Background: an optimization exercise with open tools, aiming at small area and a short achievable clock period. Do not read the settings as production practice. In this exercise RTL edits were held to simulation tests only and were not proved equivalent to the original. Power and IR drop assume default switching activity.

job 101:
==> flow/design.v <==
`default_nettype none
package rename_pkg;
    localparam int INSTR_W = 32;
    localparam int OP_W = 4;
    localparam int FUNC_W = 3;
    localparam int LREG_W = 5;
    localparam int NUM_LREGS = 32;
    typedef enum logic [OP_W-1:0] {
        Alu    = 4'd0,
        AluImm = 4'd1,
        Mem    = 4'd2,
        Branch = 4'd3,
        Jump   = 4'd4,
        Lui    = 4'd5
    } opcode_e;
    typedef enum logic [FUNC_W-1:0] {
        Add  = 3'd0,
        Sub  = 3'd1,
        And  = 3'd2,
        Or   = 3'd3,
        Xor  = 3'd4,
        Sll  = 3'd5,
        Mull = 3'd6
    } alu_func_e;
    typedef enum logic [FUNC_W-1:0] {
        Beq  = 3'd0,
        Bne  = 3'd1,
        Blt  = 3'd2,
        Beqz = 3'd3
    } branch_func_e;
    typedef enum logic [FUNC_W-1:0] {
        Load  = 3'd0,
        Store = 3'd1
    } mem_func_e;
    typedef enum logic [FUNC_W-1:0] {
        Jal  = 3'd0,
        Jalr = 3'd1
    } jump_func_e;
    typedef struct packed {
        logic [OP_W-1:0]   op;
        logic [FUNC_W-1:0] func;
        logic [LREG_W-1:0] dst;
        logic [LREG_W-1:0] src1;
        logic [LREG_W-1:0] src2;
        logic [9:0]        unused;
    } r_fmt_t;
    typedef struct packed {
        logic [OP_W-1:0]   op;
        logic [FUNC_W-1:0] func;
        logic [LREG_W-1:0] dst;
        logic [LREG_W-1:0] src1;
        logic [14:0]       imm15;
    } i_fmt_t;
    typedef struct packed {
        logic [OP_W-1:0]   op;
        logic [FUNC_W-1:0] func;
        logic [LREG_W-1:0] dst;
        logic [19:0]       imm20;
    } j_fmt_t;
    typedef union packed {
        r_fmt_t r;
        i_fmt_t i;
        j_fmt_t j;
    } instr_u;
endpackage
`default_nettype wire
`timescale 1ns/1ps
`default_nettype none
module rename_stage #(
    parameter int SUPER = 2,
    parameter int PHYS_SZ = 48,
    localparam int PREG_W = $clog2(PHYS_SZ)
) (
    input  logic                                        clk,
    input  logic                                        rst,
    input  logic                                        in_valid,
    input  logic [SUPER-1:0][rename_pkg::INSTR_W-1:0]   in_instr,
    output logic                                        stall,
    input  logic [SUPER-1:0]                            commit_valid,
    input  logic [SUPER-1:0][PREG_W-1:0]                commit_preg,
    output logic                                        out_valid,
    output logic [SUPER-1:0]                            out_lane_valid,
    output logic [SUPER-1:0][rename_pkg::OP_W-1:0]      out_op,
    output logic [SUPER-1:0][rename_pkg::FUNC_W-1:0]    out_func,
    output logic [SUPER-1:0][PREG_W-1:0]                out_src1_p,
    output logic [SUPER-1:0][PREG_W-1:0]                out_src2_p,
    output logic [SUPER-1:0][PREG_W-1:0]                out_dst_p,
    output logic [SUPER-1:0][PREG_W-1:0]                out_old_dst_p,
    output logic [SUPER-1:0][rename_pkg::INSTR_W-1:0]   out_imm
);
    localparam int NL = rename_pkg::NUM_LREGS;
    localparam int NF = PHYS_SZ - NL;           
    localparam int FW = $clog2(NF);             
    logic [1:0]        legal, wr, jump, lane_valid, writes, rd1, rd2, i15, i20;
    logic [1:0][4:0]   s1, s2, d;
    logic [1:0]        wl, dnz;
    logic              jmp0, op0_is4;
    assign op0_is4 = in_instr[0][31:28] == 4'd4;
    always_comb begin
        for (int l = 0; l < 2; l++) begin
            logic [3:0] op;
            logic [2:0] f;
            op = in_instr[l][31:28];
            f = in_instr[l][27:25];
            s1[l] = in_instr[l][19:15];
            s2[l] = in_instr[l][14:10];
            d[l] = in_instr[l][24:20];
            case (op)
                4'd0, 4'd1: legal[l] = f != 3'd7;
                4'd2, 4'd4: legal[l] = f[2:1] == 2'b00;
                4'd3:       legal[l] = !f[2];
                4'd5:       legal[l] = f == 3'd0;
                default:    legal[l] = 1'b0;
            endcase
            wr[l] = (op == 4'd0) || (op == 4'd1) || (op == 4'd4) || (op == 4'd5) ||
                    (op == 4'd2 && !f[0]);
            wl[l] = (op[3:1] == 3'b000 && f != 3'd7) ||
                    (op == 4'd2 && f == 3'd0) ||
                    (op == 4'd4 && f[2:1] == 2'b00) ||
                    (op == 4'd5 && f == 3'd0);
            dnz[l] = d[l] != 5'd0;
            jump[l] = op == 4'd4;
            rd1[l] = (op == 4'd0) || (op == 4'd1) || (op == 4'd2) || (op == 4'd3) ||
                     (op == 4'd4 && f[0]);
            rd2[l] = (op == 4'd0) || (op == 4'd3) || (op == 4'd2 && f[0]);
            i15[l] = (op == 4'd1) || (op == 4'd2 && !f[0]) || (op == 4'd4 && f[0]);
            i20[l] = (op == 4'd4 && !f[0]) || (op == 4'd5);
        end
        lane_valid[0] = legal[0];
        lane_valid[1] = legal[1] && !(legal[0] && jump[0]);
        jmp0 = op0_is4 && in_instr[0][27:26] == 2'b00;
        writes[0] = wl[0] && dnz[0];
        writes[1] = wl[1] && dnz[1] && !jmp0;
    end
    logic [PREG_W-1:0] fq [NF];
    logic [FW-1:0]     head, tail;
    logic [FW:0]       cnt;
    logic              accept;
    logic [1:0][PREG_W-1:0] alloc;
    logic [FW-1:0]     head1;
    assign stall = cnt[FW:1] == '0;
    assign accept = in_valid && !stall;
    assign head1 = head + 1'b1;
    logic [NF-1:0]     tail_oh;
    assign tail_oh = NF'(1) << tail;
    assign alloc[0] = fq[head];
    assign alloc[1] = writes[0] ? fq[head1] : fq[head];
    logic [1:0]    take;
    logic [FW:0]   cnt_rel;
    logic [FW:0]   cnt_next;
    logic [FW-1:0] head_next;
    assign take = accept ? writes : 2'b00;
    assign cnt_rel = cnt + (FW+1)'(commit_valid[0]) + (FW+1)'(commit_valid[1]);
    logic [FW:0]   cnt_m1, cnt_m2;
    logic [FW-1:0] head2;
    logic [FW:0]   cnt_t0;
    logic [FW-1:0] head_t0;
    assign cnt_m1 = cnt_rel - 1'b1;
    assign cnt_m2 = cnt_rel - 2'd2;
    assign head2 = head + 2'd2;
    assign cnt_t0 = take[0] ? cnt_m1 : cnt_rel;
    assign head_t0 = take[0] ? head1 : head;
    assign cnt_next = take[1] ? (take[0] ? cnt_m2 : cnt_m1) : cnt_t0;
    assign head_next = take[1] ? (take[0] ? head2 : head1) : head_t0;
    always_ff @(posedge clk) begin
        if (rst) begin
            head <= '0;
            tail <= '0;
            cnt <= (FW+1)'(NF);
        end else begin
            head <= head_next;
            tail <= tail + FW'(commit_valid[0]) + FW'(commit_valid[1]);
            cnt <= cnt_next;
        end
    end
    always_ff @(posedge clk) begin
        if (rst) begin
            for (int e = 0; e < NF; e++) begin
                fq[e] <= PREG_W'(NL + e);
            end
        end else begin
            for (int e = 0; e < NF; e++) begin
                if (tail_oh[e] && commit_valid[0]) begin
                    fq[e] <= commit_preg[0];
                end else if ((tail_oh[e] && !commit_valid[0] ||
                              tail_oh[(e + NF - 1) % NF] && commit_valid[0]) && commit_valid[1]) begin
                    fq[e] <= commit_preg[1];
                end
            end
        end
    end
    logic [PREG_W-1:0] map [1:NL-1];
    logic [NL-1:0][PREG_W-1:0] mapv;
    always_comb begin
        mapv[0] = '0;
        for (int r = 1; r < NL; r++) begin
            mapv[r] = map[r];
        end
    end
    function automatic logic [PREG_W-1:0] rd_map(input logic [4:0] r);
        rd_map = mapv[r];
    endfunction
    always_ff @(posedge clk) begin
        if (rst) begin
            for (int r = 1; r < NL; r++) begin
                map[r] <= PREG_W'(r);
            end
        end else if (accept) begin
            if (writes[0]) map[d[0]] <= alloc[0];
            if (writes[1]) map[d[1]] <= alloc[1];
        end
    end
    logic [1:0][PREG_W-1:0] r_s1, r_s2, r_old;
    logic [1:0][20:0]       r_imm;
    logic                   f_s1, f_s2, f_old;
    always_ff @(posedge clk) begin
        if (rst) begin
            out_valid <= 1'b0;
        end else begin
            out_valid <= accept;
        end
    end
    always_ff @(posedge clk) begin
        out_lane_valid <= lane_valid;
        for (int l = 0; l < 2; l++) begin
            out_op[l] <= in_instr[l][31:28];
            out_func[l] <= in_instr[l][27:25];
            r_s1[l] <= rd1[l] ? rd_map(s1[l]) : '0;
            r_s2[l] <= rd2[l] ? rd_map(s2[l]) : '0;
            r_old[l] <= wr[l] ? rd_map(d[l]) : '0;
            out_dst_p[l] <= writes[l] ? alloc[l] : '0;
            r_imm[l][14:0] <= (i15[l] || i20[l]) ? in_instr[l][14:0] : '0;
            r_imm[l][19:15] <= i20[l] ? in_instr[l][19:15] : {5{i15[l] && in_instr[l][14]}};
            r_imm[l][20] <= i20[l] ? in_instr[l][19] : (i15[l] && in_instr[l][14]);
        end
        f_s1 <= rd1[1] && writes[0] && s1[1] == d[0];
        f_s2 <= rd2[1] && writes[0] && s2[1] == d[0];
        f_old <= wr[1] && writes[0] && d[1] == d[0];
    end
    always_comb begin
        for (int l = 0; l < 2; l++) begin
            out_imm[l] = {{11{r_imm[l][20]}}, r_imm[l]};
        end
        out_src1_p[0] = r_s1[0];
        out_src2_p[0] = r_s2[0];
        out_old_dst_p[0] = r_old[0];
        out_src1_p[1] = f_s1 ? out_dst_p[0] : r_s1[1];
        out_src2_p[1] = f_s2 ? out_dst_p[0] : r_s2[1];
        out_old_dst_p[1] = f_old ? out_dst_p[0] : r_old[1];
    end
endmodule
`default_nettype wire
==> flow/config.mk <==
export PLATFORM = sky130hd
export DESIGN_NAME = rename_stage
export DESIGN_NICKNAME = rename_stage
export VERILOG_FILES = /design/flow/design.v
export SDC_FILE = /design/flow/constraint.sdc
export NUM_CORES = 4
export LEC_CHECK = 0
export CAP_MARGIN = 20
export CORE_MARGIN = 2
export CORE_UTILIZATION = 40
export CTS_BUF_LIST = sky130_fd_sc_hd__clkbuf_4
export SETUP_SLACK_MARGIN = 4.5
export SLEW_MARGIN = 20
==> flow/constraint.sdc <==
create_clock -name core_clock -period 8.0 [get_ports {clk}]
set_input_delay 1.6000 -clock core_clock [delete_from_list [all_inputs] [get_ports {clk}]]
set_output_delay 1.6000 -clock core_clock [all_outputs]
set_load 0.01 [all_outputs]
standard.sh (not shown) runs the stock make flow with config.mk's settings and CLKGATE_MAP_FILE= SYNTH_SCRIPT=/design/flow/synth_recipe.tcl, a recipe that flattens the netlist after the stock synthesis.
==> flow/flow/run.sh <==
#!/bin/bash
set -euo pipefail
bash standard.sh "BUFFER_PORTS_ARGS=-buffer_cell sky130_fd_sc_hd__buf_1" MATCH_CELL_FOOTPRINT=0 finish > flow_make.log 2>&1
Both conditions hold for job 101: the flow ran to the end and the final layout passed the timing, design-rule and antenna checks.
[inputs] job 102 vs job 101
--- a/flow/config.mk
+++ b/flow/config.mk
@@ -8,6 +8,8 @@
 export CAP_MARGIN = 20
 export CORE_MARGIN = 2
-export CORE_UTILIZATION = 40
+export CORE_UTILIZATION = 50
 export CTS_BUF_LIST = sky130_fd_sc_hd__clkbuf_4
+export CTS_CLUSTER_DIAMETER = 40
+export CTS_CLUSTER_SIZE = 8
 export SETUP_SLACK_MARGIN = 4.5
 export SLEW_MARGIN = 20
==> comparison <==
- Comparing largest fanout of any net on the critical path for job 102 and job 101, the bigger number came from job 101.
- In the flow results for job 102 and job 101, the clock network latency to the later pin of the worst-skew pair is larger on job 101.
- Between job 101 and job 102, floorplan core area decreased.
- Compared with job 101, job 102 ends up with less cell area.
- The worst hold slack was comparable across job 102 and job 101.
- Job 102 vs job 101, final critical-path share of the clock period went down by 0.19 points.
- Job 102 consumes less power than job 101 does.
- Going from job 101 to job 102, combinational share of power grows by 0.3 points.
- Job 102 vs job 101 — clock buffer instance count of the final layout dropped 73.
- Job 102 ended up with a lower total cell area at the placement stage than job 101 did.

separate check: timing with driven ports:
Ports are ideal in the flow. The routed layouts listed here were re-timed in OpenROAD. Step 1 sets driving cells, clkbuf_16 on the clock port and buf_2 on the other inputs (assumed; they add their load-dependent delay and slew). Step 2 times the ports against the registers' clock, not the clock port: input delays grow and output delays shrink by t, the midpoint of the rising clock arrivals with the driver on. Three values: ideal, step 1, step 2; two values: the first two.
run	t (ns)	setup slack, ns	worst setup path at the end	latest minus earliest clock arrival (ns)	worst register clock-pin slew, ns
job 101	0.947	4.419 / 4.453 / 3.506	input to register	0.115 / 0.115	0.08 / 0.08
job 102	0.913	4.434 / 4.464 / 3.551	input to register	0.097 / 0.098	0.10 / 0.10
After both steps every run listed still meets setup and hold. The setup slack of job 101, which loses most, moves by +0.034 ns with the drivers and by -0.913 ns with both steps.
